What follows belongs to an exercise in optimizing a design on an open flow for a short achievable clock period and few clock cycles per item; a production flow would make more cautious choices. The RTL was checked by simulation tests, not by an equivalence proof against the original design. No activity file was given, so power comes from the tool's default toggle rates.

== before ==
==> module bmem_line_adapter, before the edit <==
module bmem_line_adapter #(
    parameter int ADDR_W = 32,
    parameter int BEAT_W = 64,
    parameter int BEATS  = 4
) (
    input  logic                      clk,
    input  logic                      rst,
    input  logic [ADDR_W-1:0]         i_addr,
    input  logic                      i_read,
    output logic [BEAT_W*BEATS-1:0]   i_rdata,
    output logic                      i_resp,
    input  logic [ADDR_W-1:0]         d_addr,
    input  logic                      d_read,
    input  logic                      d_write,
    input  logic [BEAT_W*BEATS-1:0]   d_wdata,
    output logic [BEAT_W*BEATS-1:0]   d_rdata,
    output logic                      d_resp,
    output logic [ADDR_W-1:0]         bmem_addr,
    output logic                      bmem_read,
    output logic                      bmem_write,
    output logic [BEAT_W-1:0]         bmem_wdata,
    input  logic                      bmem_ready,
    input  logic [ADDR_W-1:0]         bmem_raddr,
    input  logic [BEAT_W-1:0]         bmem_rdata,
    input  logic                      bmem_rvalid
);
    localparam int LINE_W = BEAT_W * BEATS;
    localparam int CNT_W  = $clog2(BEATS);
    localparam int OFS    = bmem_pkg::OFFSET_BITS;
    localparam int LA_W   = ADDR_W - OFS;
    localparam logic [CNT_W-1:0] LAST_BEAT = CNT_W'(BEATS - 1);
    logic               i_rq, d_rq, d_wr_q;
    logic               rreq_q, rwait_q, wr_q;
    logic               idle;
    logic [CNT_W-1:0]   rcnt_q, wcnt_q;
    logic               cur_d_q, last_d_q, i_taken_q, d_taken_q;
    logic [LA_W-1:0]    la_q;         
    logic [LA_W-1:0]    rd_la_q;      
    logic [BEAT_W-1:0]  wdata_q;
    logic               i_resp_q, d_resp_q;
    logic [BEAT_W-1:0]  rdata_q, top_i_q, top_d_q;
    logic               hit_q;
    logic [CNT_W-1:0]   hidx_q;
    logic [LINE_W-BEAT_W-1:0] asm_i_q, asm_d_q;
    logic               pend_i, pend_d, nxt_d, nxt_valid, nxt_wr;
    logic [LA_W-1:0]    nxt_la;
    logic               hit, rd_done, wr_last, wr_done, start;
    assign pend_i = i_rq & ~i_taken_q;
    assign pend_d = d_rq & ~d_taken_q;
    rr_arbiter2 u_arb (
        .req_i   (pend_i),
        .req_d   (pend_d),
        .last_d  (last_d_q),
        .gnt_d   (nxt_d),
        .any_req (nxt_valid)
    );
    assign nxt_wr = nxt_d & d_wr_q;
    assign nxt_la = nxt_d ? d_addr[ADDR_W-1:OFS] : i_addr[ADDR_W-1:OFS];
    assign idle   = ~(rreq_q | rwait_q | wr_q);
    assign hit     = rwait_q & bmem_rvalid & (bmem_raddr == {rd_la_q, {OFS{1'b0}}});
    assign rd_done = hit & (rcnt_q == LAST_BEAT);
    assign wr_last = wr_q & (wcnt_q == LAST_BEAT);
    assign wr_done = wr_last & bmem_ready;
    assign start   = nxt_valid & (idle | rd_done | wr_done);
    always_ff @(posedge clk or posedge rst) begin
        if (rst) begin
            i_rq      <= 1'b0;
            d_rq      <= 1'b0;
            d_wr_q    <= 1'b0;
            rreq_q    <= 1'b0;
            rwait_q   <= 1'b0;
            wr_q      <= 1'b0;
            rcnt_q    <= '0;
            wcnt_q    <= '0;
            cur_d_q   <= 1'b0;
            last_d_q  <= 1'b0;
            i_taken_q <= 1'b0;
            d_taken_q <= 1'b0;
            i_resp_q  <= 1'b0;
            d_resp_q  <= 1'b0;
            hit_q     <= 1'b0;
            hidx_q    <= '0;
        end else begin
            i_rq      <= i_read & ~i_resp_q;
            d_rq      <= (d_read | d_write) & ~d_resp_q;
            d_wr_q    <= d_write;
            rreq_q  <= (rreq_q & ~bmem_ready) | (start & ~nxt_wr);
            wr_q    <= (wr_q & ~wr_done) | (start & nxt_wr);
            rwait_q <= (rreq_q & bmem_ready) | (rwait_q & ~rd_done);
            rcnt_q  <= rwait_q ? rcnt_q + CNT_W'(hit) : '0;
            wcnt_q  <= wr_q ? wcnt_q + CNT_W'(bmem_ready) : '0;
            if (start) begin
                cur_d_q  <= nxt_d;
                last_d_q <= nxt_d;
            end
            i_taken_q <= (start & ~nxt_d) | (i_taken_q & ~i_resp_q);
            d_taken_q <= (start & nxt_d) | (d_taken_q & ~d_resp_q);
            i_resp_q <= rd_done & ~cur_d_q;
            d_resp_q <= (rd_done & cur_d_q) | wr_done;
            hit_q  <= hit;
            hidx_q <= rcnt_q;
        end
    end
    logic [LA_W-1:0]    cur_la;
    logic               la_hold;
    logic [CNT_W-1:0]   wbeat;
    assign cur_la  = cur_d_q ? d_addr[ADDR_W-1:OFS] : i_addr[ADDR_W-1:OFS];
    assign la_hold = (rreq_q & ~bmem_ready) | (wr_q & ~wr_done);
    assign wbeat   = wr_q ? wcnt_q + CNT_W'(bmem_ready) : '0;
    always_ff @(posedge clk) begin
        la_q    <= la_hold ? cur_la : nxt_la;
        rd_la_q <= cur_la;
        wdata_q <= d_wdata[wbeat*BEAT_W +: BEAT_W];
        rdata_q <= bmem_rdata;
        top_i_q <= rwait_q ? bmem_rdata : rdata_q;
        top_d_q <= rwait_q ? bmem_rdata : top_i_q;
        for (int k = 0; k < BEATS-1; k++) begin
            if (hit_q && hidx_q == CNT_W'(k)) begin
                asm_i_q[k*BEAT_W +: BEAT_W] <= rdata_q;
                asm_d_q[k*BEAT_W +: BEAT_W] <= rdata_q;
            end else begin
                asm_i_q[k*BEAT_W +: BEAT_W] <= asm_d_q[k*BEAT_W +: BEAT_W];
                asm_d_q[k*BEAT_W +: BEAT_W] <= asm_i_q[k*BEAT_W +: BEAT_W];
            end
        end
    end
    assign bmem_addr  = {la_q, {OFS{1'b0}}};
    assign bmem_read  = rreq_q;
    assign bmem_write = wr_q;
    assign bmem_wdata = wdata_q;
    assign i_resp     = i_resp_q;
    assign d_resp     = d_resp_q;
    assign i_rdata    = {top_i_q, asm_i_q};
    assign d_rdata    = {top_d_q, asm_d_q};
endmodule
clock: 5.0 ns
lec_check: 0
abc_clock_period_in_ps: 1500
cap_margin: 20
core_area: 5 5 355 355
die_area: 0 0 360 360
setup_slack_margin: 3.5
slew_margin: 20
run.sh (not shown) runs the stock make flow with config.mk's settings and CLKGATE_MAP_FILE= SYNTH_SCRIPT=/design/flow/synth_recipe.tcl, a recipe that flattens the netlist after the stock synthesis.
Testbench counts of before, summed over its fixed seeds: cycles 31,485, items 4,800.
For after, these inputs were changed with respect to before:
-- flow/design.v --
<<< before, line 55
    logic [BEAT_W-1:0]  wdata_q;
    logic               i_resp_q, d_resp_q;
    logic [BEAT_W-1:0]  rdata_q, top_i_q, top_d_q;
    logic               hit_q;
    logic [CNT_W-1:0]   hidx_q;
    logic [LINE_W-BEAT_W-1:0] asm_i_q, asm_d_q;
    logic               pend_i, pend_d, nxt_d, nxt_valid, nxt_wr;
    logic [LA_W-1:0]    nxt_la;
>>> after, line 55
    logic [BEAT_W-1:0]  wdata_q;
    logic               i_resp_q, d_resp_q;
    logic [BEAT_W-1:0]  rdata_q;
    logic               hit_q;
    logic [CNT_W-1:0]   hidx_q;
    logic [LINE_W-BEAT_W-1:0] asm_q;
    logic               pend_i, pend_d, nxt_d, nxt_valid, nxt_wr;
    logic [LA_W-1:0]    nxt_la;
<<< before, line 118
        end
    end
    logic [LA_W-1:0]    cur_la;
    logic               la_hold;
    logic [CNT_W-1:0]   wbeat;
    assign cur_la  = cur_d_q ? d_addr[ADDR_W-1:OFS] : i_addr[ADDR_W-1:OFS];
    assign la_hold = (rreq_q & ~bmem_ready) | (wr_q & ~wr_done);
    assign wbeat   = wr_q ? wcnt_q + CNT_W'(bmem_ready) : '0;
    always_ff @(posedge clk) begin
        la_q    <= la_hold ? cur_la : nxt_la;
        rd_la_q <= cur_la;
        wdata_q <= d_wdata[wbeat*BEAT_W +: BEAT_W];
        rdata_q <= bmem_rdata;
        top_i_q <= rwait_q ? bmem_rdata : rdata_q;
        top_d_q <= rwait_q ? bmem_rdata : top_i_q;
        for (int k = 0; k < BEATS-1; k++) begin
            if (hit_q && hidx_q == CNT_W'(k)) begin
                asm_i_q[k*BEAT_W +: BEAT_W] <= rdata_q;
                asm_d_q[k*BEAT_W +: BEAT_W] <= rdata_q;
            end else begin
                asm_i_q[k*BEAT_W +: BEAT_W] <= asm_d_q[k*BEAT_W +: BEAT_W];
                asm_d_q[k*BEAT_W +: BEAT_W] <= asm_i_q[k*BEAT_W +: BEAT_W];
            end
        end
    end
    assign bmem_addr  = {la_q, {OFS{1'b0}}};
>>> after, line 118
        end
    end
    always_ff @(posedge clk) begin
        if (bmem_ready) begin
            if (!(wr_q && !wr_last))
                la_q <= nxt_la;
        end else begin
            if (!(wr_q || rreq_q))
                la_q <= nxt_la;
        end
        if (rreq_q)
            rd_la_q <= la_q;
        if (wr_q) begin
            if (bmem_ready)
                wdata_q <= d_wdata[CNT_W'(wcnt_q + 1'b1)*BEAT_W +: BEAT_W];
        end else begin
            wdata_q <= d_wdata[BEAT_W-1:0];
        end
        rdata_q <= bmem_rdata;
        if (hit_q && hidx_q != LAST_BEAT)
            asm_q[hidx_q*BEAT_W +: BEAT_W] <= rdata_q;
    end
    assign bmem_addr  = {la_q, {OFS{1'b0}}};
<<< before, line 147
    assign i_resp     = i_resp_q;
    assign d_resp     = d_resp_q;
    assign i_rdata    = {top_i_q, asm_i_q};
    assign d_rdata    = {top_d_q, asm_d_q};
endmodule
>>> after, line 144
    assign i_resp     = i_resp_q;
    assign d_resp     = d_resp_q;
    assign i_rdata    = {rdata_q, asm_q};
    assign d_rdata    = {rdata_q, asm_q};
endmodule
Notes after the runs:
- Slew of the pin with the lowest slew margin: after vs before down 0.14 ns
- Overall power of after falls short of that of before by more than half.
- Number of clock-tree buffers in the layout | after below before
- The number of gates on the worst path with buffers counted of after falls short of that of before by 5.
- Comparing before and after, the lower worst endpoint required time was measured on after.
- The gate count after technology mapping number comes out lower for after vs before.
- NOTE highest attainable clock frequency before->after increased slightly
- Note that the synthesized area recorded for after amounts to 0.810 times the value seen in before.
Testbench counts of after, summed over its fixed seeds: cycles 31,485, items 4,800.

[port drivers added, routing unchanged]
No port has a modelled driver above. Below, the same layouts with a new extraction and two added sets of constraints.
Step 1 sets driving cells, clkbuf_16 on the clock port and buf_2 on the other inputs (assumed; they add their load-dependent delay and slew).
Step 2, shift: input delay + t, output delay - t, t = (earliest + latest rising clock arrival at the registers) / 2. This alone moves slack from input paths to output paths.
Slacks: ideal ports / drivers / drivers and shift; pairs: ideal ports / drivers.
run | t (ns) | slack for setup (ns) | worst slew at a driven data input, ns | pins driven straight from the clock port
before | 0.732 | 2.632 / 2.653 / 1.921 | 0.24 | 1
after | 0.699 | 2.641 / 2.580 / 2.016 | 0.22 | 1
After both steps setup and hold are still met in every run listed. For before, which loses most, drivers alone change the setup slack by +0.021 ns; drivers and shift together by -0.711 ns.
